What follows belongs to an exercise in optimizing a design on an open flow for small area and a short achievable clock period; a production flow would make more cautious choices. In this exercise RTL edits were held to simulation tests only and were not proved equivalent to the original. Power is estimated from default activity; no workload was simulated.

==> design/flow/design.v <==
`timescale 1ns/1ps
package rv_ex_pkg;
    typedef enum logic [3:0] {
        add    = 4'd0,
        sub    = 4'd1,
        sll    = 4'd2,
        slt    = 4'd3,
        sltu   = 4'd4,
        xor_op = 4'd5,
        srl    = 4'd6,
        sra    = 4'd7,
        or_op  = 4'd8,
        and_op = 4'd9
    } alu_op_e;
    typedef enum logic [1:0] {
        src1_rs1  = 2'd0,
        src1_pc   = 2'd1,
        src1_zero = 2'd2
    } src1_sel_e;
    typedef enum logic [2:0] {
        src2_rs2   = 3'd0,
        src2_imm_i = 3'd1,
        src2_imm_u = 3'd2,
        src2_shamt = 3'd3,
        src2_four  = 3'd4,
        src2_imm_s = 3'd5
    } src2_sel_e;
    typedef enum logic [3:0] {
        bru_none = 4'd0,
        jal      = 4'd1,
        jalr     = 4'd2,
        beq      = 4'd3,
        bne      = 4'd4,
        blt      = 4'd5,
        bge      = 4'd6,
        bltu     = 4'd7,
        bgeu     = 4'd8
    } bru_op_e;
    typedef enum logic [2:0] {
        lsu_none = 3'd0,
        lsu_b    = 3'd1,
        lsu_h    = 3'd2,
        lsu_w    = 3'd3,
        lsu_d    = 3'd4
    } lsu_size_e;
    localparam int C_SUM  = 0;     
    localparam int C_LT   = 1;     
    localparam int C_XOR  = 2;
    localparam int C_OR   = 3;
    localparam int C_AND  = 4;
    localparam int C_SHL  = 5;     
    localparam int C_SHR  = 6;     
    localparam int C_JAL  = 7;
    localparam int C_JALR = 8;
    localparam int C_BR   = 9;     
    localparam int C_SZB  = 10;
    localparam int C_SZH  = 11;
    localparam int C_SZW  = 12;
    localparam int C_SZD  = 13;
    localparam int CC_W   = 14;
    localparam int H_SUB   = 0;    
    localparam int H_UNS   = 1;    
    localparam int H_ARITH = 2;    
    localparam int H_WORD  = 3;
    localparam int H_S1RS1 = 4;
    localparam int H_S1PC  = 5;
    localparam int H_S2RS2 = 6;
    localparam int H_S2I   = 7;
    localparam int H_S2U   = 8;
    localparam int H_S2SH  = 9;
    localparam int H_S2F   = 10;
    localparam int H_S2S   = 11;
    localparam int H_BEQ   = 12;   
    localparam int H_BLTS  = 13;   
    localparam int H_BINV  = 14;   
    localparam int H_SH0   = 15;   
    localparam int CH_W    = 21;
endpackage
`timescale 1ns/1ps
module ex_stage_reg (
    input  logic                        clk,
    input  logic                        rst,
    input  logic                        stall_i,
    input  logic                        flush_i,
    input  logic [64-1:0]         pc_i,
    input  logic [64-1:0]         next_pc_i,
    input  logic [32-1:0]         inst_i,
    input  logic [3:0]                  alu_op_i,
    input  logic                        word_op_i,
    input  logic [1:0]                  src1_sel_i,
    input  logic [2:0]                  src2_sel_i,
    input  logic [3:0]                  bru_op_i,
    input  logic [2:0]                  lsu_size_i,
    input  logic                        dmem_en_i,
    input  logic                        dmem_we_i,
    input  logic                        rf_we_i,
    input  logic [5-1:0]       rf_waddr_i,
    input  logic                        wb_from_mem_i,
    input  logic [64-1:0]         rs1_data_i,
    input  logic [64-1:0]         rs2_data_i,
    output logic [64-1:0]         pc_o,
    output logic [64-1:0]         next_pc_o,
    output logic [32-1:7]         inst_o,
    output logic [64-1:0]         rs1_data_o,
    output logic [64-1:0]         rs2_data_o,
    output logic [rv_ex_pkg::CC_W-1:0]  ctrl_c_o,
    output logic [rv_ex_pkg::CH_W-1:0]  ctrl_h_o,
    output logic                        dmem_en_o,
    output logic                        dmem_we_o,
    output logic                        rf_we_o,
    output logic [5-1:0]       rf_waddr_o,
    output logic                        wb_from_mem_o
);
    logic [rv_ex_pkg::CC_W-1:0] cc_d;
    logic [rv_ex_pkg::CH_W-1:0] ch_d;
    logic [5:0]      shamt_d;
    logic            clr;
    assign clr = rst | flush_i;
    always_comb begin
        case (src2_sel_i)
            3'd1, 3'd3: shamt_d = inst_i[25:20];
            3'd2:       shamt_d = 6'd0;
            3'd4:       shamt_d = 6'd4;
            3'd5:       shamt_d = {inst_i[25], inst_i[11:7]};
            default:    shamt_d = rs2_data_i[5:0];
        endcase
        if (word_op_i) shamt_d[5] = 1'b0;
    end
    always_comb begin
        cc_d = '0;
        cc_d[rv_ex_pkg::C_SUM]  = (alu_op_i == 4'd0) || (alu_op_i == 4'd1);
        cc_d[rv_ex_pkg::C_LT]   = (alu_op_i == 4'd3) || (alu_op_i == 4'd4);
        cc_d[rv_ex_pkg::C_XOR]  = (alu_op_i == 4'd5);
        cc_d[rv_ex_pkg::C_OR]   = (alu_op_i == 4'd8);
        cc_d[rv_ex_pkg::C_AND]  = (alu_op_i == 4'd9);
        cc_d[rv_ex_pkg::C_SHL]  = (alu_op_i == 4'd2);
        cc_d[rv_ex_pkg::C_SHR]  = (alu_op_i == 4'd6) || (alu_op_i == 4'd7);
        cc_d[rv_ex_pkg::C_JAL]  = (bru_op_i == 4'd1);
        cc_d[rv_ex_pkg::C_JALR] = (bru_op_i == 4'd2);
        cc_d[rv_ex_pkg::C_BR]   = (bru_op_i >= 4'd3) && (bru_op_i <= 4'd8);
        cc_d[rv_ex_pkg::C_SZB]  = (lsu_size_i == 3'd1);
        cc_d[rv_ex_pkg::C_SZH]  = (lsu_size_i == 3'd2);
        cc_d[rv_ex_pkg::C_SZW]  = (lsu_size_i == 3'd3);
        cc_d[rv_ex_pkg::C_SZD]  = (lsu_size_i == 3'd4);
    end
    always_comb begin
        ch_d = '0;
        ch_d[rv_ex_pkg::H_SUB]   = (alu_op_i == 4'd1) || (alu_op_i == 4'd3) || (alu_op_i == 4'd4);
        ch_d[rv_ex_pkg::H_UNS]   = (alu_op_i == 4'd4);
        ch_d[rv_ex_pkg::H_ARITH] = (alu_op_i == 4'd7);
        ch_d[rv_ex_pkg::H_WORD]  = word_op_i;
        ch_d[rv_ex_pkg::H_S1RS1] = (src1_sel_i == 2'd0);
        ch_d[rv_ex_pkg::H_S1PC]  = (src1_sel_i == 2'd1);
        ch_d[rv_ex_pkg::H_S2RS2] = (src2_sel_i == 3'd0);
        ch_d[rv_ex_pkg::H_S2I]   = (src2_sel_i == 3'd1);
        ch_d[rv_ex_pkg::H_S2U]   = (src2_sel_i == 3'd2);
        ch_d[rv_ex_pkg::H_S2SH]  = (src2_sel_i == 3'd3);
        ch_d[rv_ex_pkg::H_S2F]   = (src2_sel_i == 3'd4);
        ch_d[rv_ex_pkg::H_S2S]   = (src2_sel_i == 3'd5);
        ch_d[rv_ex_pkg::H_BEQ]   = (bru_op_i == 4'd3) || (bru_op_i == 4'd4);
        ch_d[rv_ex_pkg::H_BLTS]  = (bru_op_i == 4'd5) || (bru_op_i == 4'd6);
        ch_d[rv_ex_pkg::H_BINV]  = (bru_op_i == 4'd4) || (bru_op_i == 4'd6) || (bru_op_i == 4'd8);
        ch_d[rv_ex_pkg::H_SH0 +: 6] = shamt_d;
    end
    always_ff @(posedge clk) begin
        if (clr) begin
            pc_o          <= '0;
            next_pc_o     <= '0;
            ctrl_c_o      <= '0;
            dmem_en_o     <= 1'b0;
            dmem_we_o     <= 1'b0;
            rf_we_o       <= 1'b0;
            rf_waddr_o    <= '0;
            wb_from_mem_o <= 1'b0;
        end else if (!stall_i) begin
            pc_o          <= pc_i;
            next_pc_o     <= next_pc_i;
            ctrl_c_o      <= cc_d;
            dmem_en_o     <= dmem_en_i;
            dmem_we_o     <= dmem_we_i;
            rf_we_o       <= rf_we_i & (rf_waddr_i != '0);    
            rf_waddr_o    <= rf_waddr_i;
            wb_from_mem_o <= wb_from_mem_i;
        end
    end
    always_ff @(posedge clk) begin
        if (!stall_i) begin
            inst_o     <= inst_i[32-1:7];
            rs1_data_o <= rs1_data_i;
            rs2_data_o <= rs2_data_i;
            ctrl_h_o   <= ch_d;
        end
    end
endmodule
`timescale 1ns/1ps
module ex_operand_gen (
    input  logic [32-1:7]         inst_i,
    input  logic [64-1:0]         pc_i,
    input  logic [64-1:0]         rs1_data_i,
    input  logic [64-1:0]         rs2_data_i,
    input  logic [rv_ex_pkg::CH_W-1:0]  ctrl_h_i,
    output logic [64-1:0]         alu_src1_o,
    output logic [64-1:0]         alu_src2_o
);
    logic [64-1:0] imm_i, imm_s, imm_u, shamt_ext, four;
    assign imm_i     = {{(64-12){inst_i[31]}}, inst_i[31:20]};
    assign imm_s     = {{(64-12){inst_i[31]}}, inst_i[31:25], inst_i[11:7]};
    assign imm_u     = {{(64-32){inst_i[31]}}, inst_i[31:12], 12'b0};
    assign shamt_ext = {{(64-6){1'b0}}, inst_i[20 +: 6]};
    assign four      = 64'(4);
    assign alu_src1_o = ({64{ctrl_h_i[rv_ex_pkg::H_S1RS1]}} & rs1_data_i)
                      | ({64{ctrl_h_i[rv_ex_pkg::H_S1PC]}}  & pc_i);      
    assign alu_src2_o = ({64{ctrl_h_i[rv_ex_pkg::H_S2RS2]}} & rs2_data_i)
                      | ({64{ctrl_h_i[rv_ex_pkg::H_S2I]}}   & imm_i)
                      | ({64{ctrl_h_i[rv_ex_pkg::H_S2U]}}   & imm_u)
                      | ({64{ctrl_h_i[rv_ex_pkg::H_S2SH]}}  & shamt_ext)
                      | ({64{ctrl_h_i[rv_ex_pkg::H_S2F]}}   & four)
                      | ({64{ctrl_h_i[rv_ex_pkg::H_S2S]}}   & imm_s);
endmodule
`timescale 1ns/1ps
module ex_alu (
    input  logic [rv_ex_pkg::CC_W-1:0]  ctrl_c_i,
    input  logic [rv_ex_pkg::CH_W-1:0]  ctrl_h_i,
    input  logic [64-1:0]         src1_i,
    input  logic [64-1:0]         src2_i,
    output logic [64-1:0]         result_o
);
    localparam int W = 64;
    logic          sub, word, uns, arith;
    logic [5:0]    shamt;
    logic [W-1:0]  a, b, bb;
    logic [W:0]    sum;
    logic          c32, c64, lt;
    logic [W-1:0]  a_rev, x, y, y_rev, r;
    logic          fill;
    assign sub   = ctrl_h_i[rv_ex_pkg::H_SUB];
    assign word  = ctrl_h_i[rv_ex_pkg::H_WORD];
    assign uns   = ctrl_h_i[rv_ex_pkg::H_UNS];
    assign arith = ctrl_h_i[rv_ex_pkg::H_ARITH];
    assign shamt = ctrl_h_i[rv_ex_pkg::H_SH0 +: 6];
    assign a     = src1_i;
    assign b     = src2_i;
    assign bb  = b ^ {W{sub}};
    assign sum = {1'b0, a} + {1'b0, bb} + {{W{1'b0}}, sub};
    assign c64 = sum[W];
    assign c32 = sum[32] ^ a[32] ^ bb[32];    
    always_comb begin
        if (word) lt = uns ? !c32 : (a[31] ^ bb[31] ^ c32);
        else      lt = uns ? !c64 : (a[W-1] ^ bb[W-1] ^ c64);
    end
    always_comb begin
        for (int i = 0; i < W; i++) a_rev[i] = a[W-1-i];
    end
    always_comb begin
        if (ctrl_c_i[rv_ex_pkg::C_SHL]) x = a_rev;
        else if (word)       x = {{(W/2){arith & a[W/2-1]}}, a[W/2-1:0]};
        else                 x = a;
    end
    assign fill = arith & x[W-1];
    assign y    = W'($signed({fill, x}) >>> shamt);
    always_comb begin
        for (int i = 0; i < W; i++) y_rev[i] = y[W-1-i];
    end
    assign r = ({W{ctrl_c_i[rv_ex_pkg::C_SUM]}} & sum[W-1:0])
             | ({W{ctrl_c_i[rv_ex_pkg::C_XOR]}} & (a ^ b))
             | ({W{ctrl_c_i[rv_ex_pkg::C_OR]}}  & (a | b))
             | ({W{ctrl_c_i[rv_ex_pkg::C_AND]}} & (a & b))
             | ({W{ctrl_c_i[rv_ex_pkg::C_SHL]}} & y_rev)
             | ({W{ctrl_c_i[rv_ex_pkg::C_SHR]}} & y)
             | {{(W-1){1'b0}}, ctrl_c_i[rv_ex_pkg::C_LT] & lt};
    assign result_o = word ? {{(W/2){r[W/2-1]}}, r[W/2-1:0]} : r;
endmodule
`timescale 1ns/1ps
module ex_branch_unit (
    input  logic [rv_ex_pkg::CC_W-1:0]  ctrl_c_i,
    input  logic [rv_ex_pkg::CH_W-1:0]  ctrl_h_i,
    input  logic [32-1:7]         inst_i,
    input  logic [64-1:0]         pc_i,
    input  logic [64-1:0]         next_pc_i,
    input  logic [64-1:0]         rs1_data_i,
    input  logic [64-1:0]         rs2_data_i,
    output logic                        br_taken_o,
    output logic [64-1:0]         br_target_o,
    output logic [64-1:0]         real_npc_o
);
    localparam int W = 64;
    logic          jal, jalr, br;
    logic [W:0]    diff;
    logic          eq, lt_u, lt_s, cond;
    logic [W-1:0]  imm_i, imm_b, imm_j, base, ofs, t;
    assign jal  = ctrl_c_i[rv_ex_pkg::C_JAL];
    assign jalr = ctrl_c_i[rv_ex_pkg::C_JALR];
    assign br   = ctrl_c_i[rv_ex_pkg::C_BR];
    assign eq   = (rs1_data_i == rs2_data_i);
    assign diff = {1'b0, rs1_data_i} + {1'b0, ~rs2_data_i} + {{W{1'b0}}, 1'b1};
    assign lt_u = !diff[W];
    assign lt_s = rs1_data_i[W-1] ^ !rs2_data_i[W-1] ^ diff[W];
    always_comb begin
        if (ctrl_h_i[rv_ex_pkg::H_BEQ])       cond = eq;
        else if (ctrl_h_i[rv_ex_pkg::H_BLTS]) cond = lt_s;
        else                       cond = lt_u;
    end
    assign br_taken_o = jal | jalr | (br & (cond ^ ctrl_h_i[rv_ex_pkg::H_BINV]));
    assign imm_i = {{(W-12){inst_i[31]}}, inst_i[31:20]};
    assign imm_b = {{(W-13){inst_i[31]}}, inst_i[31], inst_i[7], inst_i[30:25], inst_i[11:8], 1'b0};
    assign imm_j = {{(W-21){inst_i[31]}}, inst_i[31], inst_i[19:12], inst_i[20], inst_i[30:21], 1'b0};
    assign base = jalr ? rs1_data_i : pc_i;
    assign ofs  = jal ? imm_j : (jalr ? imm_i : imm_b);
    assign t    = base + ofs;
    assign br_target_o = {W{jal | jalr | br}} & {t[W-1:1], t[0] & !jalr};
    assign real_npc_o  = br_taken_o ? br_target_o : next_pc_i;
endmodule
`timescale 1ns/1ps
module ex_store_format (
    input  logic [rv_ex_pkg::CC_W-1:0]  ctrl_c_i,
    input  logic [2:0]                  ofs_i,
    input  logic [64-1:0]         rs2_data_i,
    output logic [64-1:0]         wdata_o,
    output logic [8-1:0]       sel_o
);
    logic sb, sh, sw, sd;
    assign sb = ctrl_c_i[rv_ex_pkg::C_SZB];
    assign sh = ctrl_c_i[rv_ex_pkg::C_SZH];
    assign sw = ctrl_c_i[rv_ex_pkg::C_SZW];
    assign sd = ctrl_c_i[rv_ex_pkg::C_SZD];
    assign wdata_o = ({64{sb}} & {8{rs2_data_i[7:0]}})
                   | ({64{sh}} & {4{rs2_data_i[15:0]}})
                   | ({64{sw}} & {2{rs2_data_i[31:0]}})
                   | ({64{sd}} & rs2_data_i);
    always_comb begin
        for (int i = 0; i < 8; i++) begin
            sel_o[i] = sd
                     | (sw & (ofs_i[2] == i[2]))
                     | (sh & (ofs_i[2:1] == i[2:1]))
                     | (sb & (ofs_i == i[2:0]));
        end
    end
endmodule
`timescale 1ns/1ps
module rv_ex_top (
    input  logic                    clk,
    input  logic                    rst,
    input  logic                    stall_i,
    input  logic                    flush_i,
    input  logic [64-1:0]     pc_i,
    input  logic [64-1:0]     next_pc_i,
    input  logic [32-1:0]     inst_i,
    input  logic [3:0]              alu_op_i,
    input  logic                    word_op_i,
    input  logic [1:0]              src1_sel_i,
    input  logic [2:0]              src2_sel_i,
    input  logic [3:0]              bru_op_i,
    input  logic [2:0]              lsu_size_i,
    input  logic                    dmem_en_i,
    input  logic                    dmem_we_i,
    input  logic                    rf_we_i,
    input  logic [5-1:0]   rf_waddr_i,
    input  logic                    wb_from_mem_i,
    input  logic [64-1:0]     rs1_data_i,
    input  logic [64-1:0]     rs2_data_i,
    output logic [64-1:0]     ex_pc_o,
    output logic [64-1:0]     ex_result_o,
    output logic [64-1:0]     real_npc_o,
    output logic                    br_taken_o,
    output logic [64-1:0]     br_target_o,
    output logic                    dmem_en_o,
    output logic                    dmem_we_o,
    output logic [64-1:0]     dmem_addr_o,
    output logic [64-1:0]     dmem_wdata_o,
    output logic [8-1:0]   dmem_sel_o,
    output logic                    rf_we_o,
    output logic [5-1:0]   rf_waddr_o,
    output logic                    wb_from_mem_o
);
    logic [64-1:0]         ex_next_pc;
    logic [32-1:7]         ex_inst;
    logic [64-1:0]         ex_rs1_data;
    logic [64-1:0]         ex_rs2_data;
    logic [rv_ex_pkg::CC_W-1:0]  ex_ctrl_c;
    logic [rv_ex_pkg::CH_W-1:0]  ex_ctrl_h;
    logic [64-1:0]         alu_src1;
    logic [64-1:0]         alu_src2;
    logic [64-1:0]         alu_result;
    ex_stage_reg u_stage_reg (
        .clk(clk), .rst(rst), .stall_i(stall_i), .flush_i(flush_i),
        .pc_i(pc_i), .next_pc_i(next_pc_i), .inst_i(inst_i),
        .alu_op_i(alu_op_i), .word_op_i(word_op_i),
        .src1_sel_i(src1_sel_i), .src2_sel_i(src2_sel_i),
        .bru_op_i(bru_op_i), .lsu_size_i(lsu_size_i),
        .dmem_en_i(dmem_en_i), .dmem_we_i(dmem_we_i),
        .rf_we_i(rf_we_i), .rf_waddr_i(rf_waddr_i), .wb_from_mem_i(wb_from_mem_i),
        .rs1_data_i(rs1_data_i), .rs2_data_i(rs2_data_i),
        .pc_o(ex_pc_o), .next_pc_o(ex_next_pc), .inst_o(ex_inst),
        .rs1_data_o(ex_rs1_data), .rs2_data_o(ex_rs2_data),
        .ctrl_c_o(ex_ctrl_c), .ctrl_h_o(ex_ctrl_h),
        .dmem_en_o(dmem_en_o), .dmem_we_o(dmem_we_o),
        .rf_we_o(rf_we_o), .rf_waddr_o(rf_waddr_o), .wb_from_mem_o(wb_from_mem_o)
    );
    ex_operand_gen u_operand_gen (
        .inst_i(ex_inst), .pc_i(ex_pc_o),
        .rs1_data_i(ex_rs1_data), .rs2_data_i(ex_rs2_data),
        .ctrl_h_i(ex_ctrl_h),
        .alu_src1_o(alu_src1), .alu_src2_o(alu_src2)
    );
    ex_alu u_alu (
        .ctrl_c_i(ex_ctrl_c), .ctrl_h_i(ex_ctrl_h),
        .src1_i(alu_src1), .src2_i(alu_src2), .result_o(alu_result)
    );
    ex_branch_unit u_branch_unit (
        .ctrl_c_i(ex_ctrl_c), .ctrl_h_i(ex_ctrl_h), .inst_i(ex_inst),
        .pc_i(ex_pc_o), .next_pc_i(ex_next_pc),
        .rs1_data_i(ex_rs1_data), .rs2_data_i(ex_rs2_data),
        .br_taken_o(br_taken_o), .br_target_o(br_target_o), .real_npc_o(real_npc_o)
    );
    ex_store_format u_store_format (
        .ctrl_c_i(ex_ctrl_c), .ofs_i(alu_result[2:0]), .rs2_data_i(ex_rs2_data),
        .wdata_o(dmem_wdata_o), .sel_o(dmem_sel_o)
    );
    assign ex_result_o = alu_result;
    assign dmem_addr_o = alu_result;
endmodule
==> design/flow/run.sh <==
#!/bin/bash
# synth_recipe.tcl (not shown) runs the flow's synth.tcl, then flattens the netlist and writes it again
# the make line also repeats each setting of config.mk as NAME=value (left out here)
make -C /OpenROAD-flow-scripts/flow DESIGN_CONFIG=/design/flow/config.mk WORK_HOME=/design/flow/orfs CLKGATE_MAP_FILE= SYNTH_SCRIPT=/design/flow/synth_recipe.tcl finish
==> design/flow/config.mk <==
export PLATFORM = sky130hd
export DESIGN_NAME = rv_ex_top
export DESIGN_NICKNAME = rv_ex_top
export VERILOG_FILES = /design/flow/design.v
export SDC_FILE = /design/flow/constraint.sdc
export NUM_CORES = 4
export LEC_CHECK = 0
export CAP_MARGIN = 20
export CORE_MARGIN = 2
export CORE_UTILIZATION = 40
export PLACE_DENSITY = 0.6
export SLEW_MARGIN = 20
==> design/flow/constraint.sdc <==
create_clock -name core_clock -period 12.0 [get_ports {clk}]
set_input_delay 2.4000 -clock core_clock [delete_from_list [all_inputs] [get_ports {clk}]]
set_output_delay 2.4000 -clock core_clock [all_outputs]
set_load 0.01 [all_outputs]
==> impl_metrics.ini <==
[status]
status = timing/DRC/antenna clean

[hold_path]
worstHoldPathType = flip-flop to flip-flop

[critical_path]
worstSetupEndpointType = output pin
crit_type = flip-flop to output pin
crit_required_ns = 9.60
worstPathMaxFanout = 32
critPathLaunchType = flip-flop
worstPathArrival_ns = 7.41

[sta]
finalCritPeriodShare_pct = 81.73
skew_ns = 0
grt_setup_unrepaired = no
fin_crit_ns = 9.807
relSlewSlack_pct = 11.52
final_max_slew_viol_count = 0
worst_pin_slew_ns = 1.313
hold_violations = 0
max_freq_ghz = 0.1020
fin_tns_setup_ns = 0
setup_viol = 0

[yosys]
syn_area_um2 = 34880
yosysTopAreaCellShare_pct = 14.98
synth.most_common_cell = nor2_1
synth_async_sr_flop_share_pct = 0
synth_area_leaders = edfxtp_1 15%, ha_1 11%, dfxtp_1 8.7%, mux2i_1 6.0%, a21oi_1 5.0%
synth_largest_area_cell = edfxtp_1
seq_area_frac_synth_pct = 23.64
synth_commonest_cells = 380 x nor2_1, 358 x nand2_1, 347 x a21oi_1, 318 x ha_1, 254 x inv_1
syn_nets = 4865
yosys_most_used_dff = edfxtp_1
synth.avg_cell_area_um2 = 8.253
synth_edf_count = 174
synth_cells = 4227
yosys_warnings = 4
ys_ff_latch = 325
synth_cell_type_count = 96

[clocking]
cts_setup_buffers = 0
clockRootBuffer = clkbuf_16
cts_tree = built
cts_resized = 0
hold_buffers = 0
clk_latency_ns = 0.65
cts.clk_slew.worst_paths_ns = 0.06
cts_htree_levels = 2
clk_path_buf_depth = 3
cts_made_buffers = 42
cts_sinks = 325

[drt]
drtPass1Iterations = 9
antenna_left = 0
routed_wl_um = 195200
wl_per_cell_um = 33.06
drcViolationCount = 0
num_vias = 38090
drtIter0Drc = 4977
vias_per_cell = 6.452

[layout]
area_delta_synth_final_pct = 25.63
layout.nets = 5335
regArea_um2 = 8262
drive_above_1_share_pct = 8.772
nFillCells = 8457
final_cells = 5904
multi_input_area_um2 = 23910

[run]
maxCapViolCount = 0

[placed_design]
place_inst = 5808
gp_congestion = 1.079
portBuffers = 712
post-dp-hpwl_um = 155100

[pwr]
powerDensity_nw_per_um2 = 112.5
vdd_ir_drop_max_uv = 121.4
leakagePower_nw = 18.15

[global_route]
antenna_found_initial = 21
grt_max_degree = 74
gr-usage-all-layers_pct = 41.67
grt_pass1_vias = 35380
grt_overflow = 0
grt_pass1_wl_um = 268700

[floorplanning]
core.rowCount = 108
die_w_um = 299.3
die_area_um2 = 89590
io_pins = 720
initial_utilization_pct = 40.27
fp.dieH_um = 299.3
core_um2 = 86620
-- critical path, stage by stage (launching register included) --
cell,delay [ns]
edfxtp_1,0.84
buf_4,0.54
a22o_1,0.40
inv_2,0.26
o21ai_0,1.03
o21ai_0,0.31
a32oi_1,0.68
mux4_2,0.48
mux2i_1,0.12
a21oi_1,0.62
a221oi_1,0.20
a31oi_1,0.60
clkdlybuf4s50_1,0.67
-- kinds of logic after synthesis --
logic type / share of synthesized area [%]
AOI/OAI and AO/OA: 25.57
and+or+nand+nor: 13.75
buffers and inverters: 7.880
muxes: 13.07
DFF: 23.64
adders and majority gates: 11.52
xor gates and xnor gates: 4.570
-- final cells by class --
type / count / share of cell area, %
diodes: 18 / 0.1028
clock buffers: 64 / 2.846
clock inverters: 14 / 0.3968
inverters: 275 / 2.367
multi-input cells: 3267 / 54.57
flip-flops and latches: 325 / 18.85
well taps: 1155 / 3.298
repair buffers: 786 / 17.57
-- placed cells by master, fill, tap and decap left out, types with 47 or more instances in the layout --
| cell type | instances |
|---|---|
| a21oi_1 | 345 |
| o22ai_1 | 66 |
| nand2_1 | 358 |
| mux2_2 | 136 |
| ha_1 | 318 |
| nor3_1 | 75 |
| dfxtp_1 | 146 |
| inv_1 | 250 |
| nand3_1 | 59 |
| a22oi_1 | 48 |
| xor2_1 | 54 |
| xnor2_1 | 128 |
| clkdlybuf4s50_1 | 711 |
| a21o_1 | 88 |
| a22o_1 | 60 |
| o21ai_0 | 210 |
| buf_4 | 73 |
| a31oi_1 | 47 |
| nor2_1 | 380 |
| edfxtp_1 | 174 |
| mux2i_1 | 209 |
-- power by group --
part	switching (W)	internal [W]	total (W)	leakage, nW
combinational	0.00139	0.000825	0.00222	14.5
sequential	0.000139	0.00124	0.00138	2.93
clock	0.000559	0.000769	0.00133	0.685
-- flip-flops by register name, summed over array words and instances, names as in the netlist --
register and flops:
u_stage_reg.inst_o 25, u_stage_reg.pc_o 64, u_stage_reg.ctrl_h_o 21, u_stage_reg.rs1_data_o 64, u_stage_reg.dmem_we_o 1, u_stage_reg.rs2_data_o 64, u_stage_reg.dmem_en_o 1, u_stage_reg.wb_from_mem_o 1
u_stage_reg.next_pc_o 64, u_stage_reg.ctrl_c_o 14, u_stage_reg.rf_we_o 1, u_stage_reg.rf_waddr_o 5
-- worst paths after layout --
kind	from	end	slack, ns	depth (start not counted)
setup / recovery	u_stage_reg.ctrl_h_o[4]$_DFFE_PN_	dmem_addr_o[62]	2.19	12
hold / removal	u_stage_reg.rf_we_o$_SDFFE_PP0N_	u_stage_reg.rf_we_o$_SDFFE_PP0N_	0.47	2
setup reg to reg	u_stage_reg.ctrl_c_o[5]$_SDFFE_PP0N_	u_stage_reg.ctrl_c_o[5]$_SDFFE_PP0N_	10.00	4
hold reg to reg	u_stage_reg.rf_we_o$_SDFFE_PP0N_	u_stage_reg.rf_we_o$_SDFFE_PP0N_	0.47	2
-- metrics by stage --
| stage | total power, W | hold slack (ns) | setup WS, ns | util (%) | area [um2] |
|---|---|---|---|---|---|
| 3_3_place_gp | 0.003517 | 0.4506 | 3.220 | 48.90 | 42360 |
| 4_1_cts | 0.004856 | 0.4659 | 2.531 | 50.54 | 43780 |
| 3_5_place_dp | 0.003522 | 0.4572 | 3.174 | 48.90 | 42360 |
| 2_1_floorplan | 0.002644 | 0.4509 | 4.503 | - | 34880 |
| 6_report | 0.004931 | 0.4683 | 2.193 | 50.60 | 43820 |
| 5_1_grt | 0.005092 | 0.5020 | 2.256 | 50.57 | 43800 |
-- metal layers --
| layer | part of all wire [%] | vias to the layer above | routed length [um] | GRT usage (%) |
|---|---|---|---|---|
| met4 | 6.6 | 8 | 12950 | 24.77 |
| li1 | - | 16540 | - | - |
| met2 | 43 | 2555 | 83790 | 62.91 |
| met3 | 11 | 466 | 20890 | 9.531 |
| met1 | 40 | 18520 | 77430 | 54.19 |
| met5 | 0.072 | - | 141 | 0.8466 |

port drivers added, routing unchanged:
No port has a modelled driver above. Below, the same layout with a new extraction and two added sets of constraints. Step 1: set_driving_cell puts a clkbuf_16 on clk and a buf_2 on each other input, an assumption about the parent block. Step 2 moves the port delays by t, midway between the first and last clock arrival at a register: inputs arrive t later, outputs are due t later. That takes back most of the time a late clock gives input paths. Three values: ideal, step 1, step 2; two values: the first two.
shift t [ns]: 0.702
slack for setup (ns): 2.193 / 2.118 / 2.819
clock arrival spread, ns: 0.063 / 0.063
slew at the worst register clock pin (ns): 0.09 / 0.09
worst data-port slew with drivers (ns): 0.17
After both steps setup and hold are still met in this run. For this run, drivers alone change the setup slack by -0.075 ns; drivers and shift together by +0.626 ns.
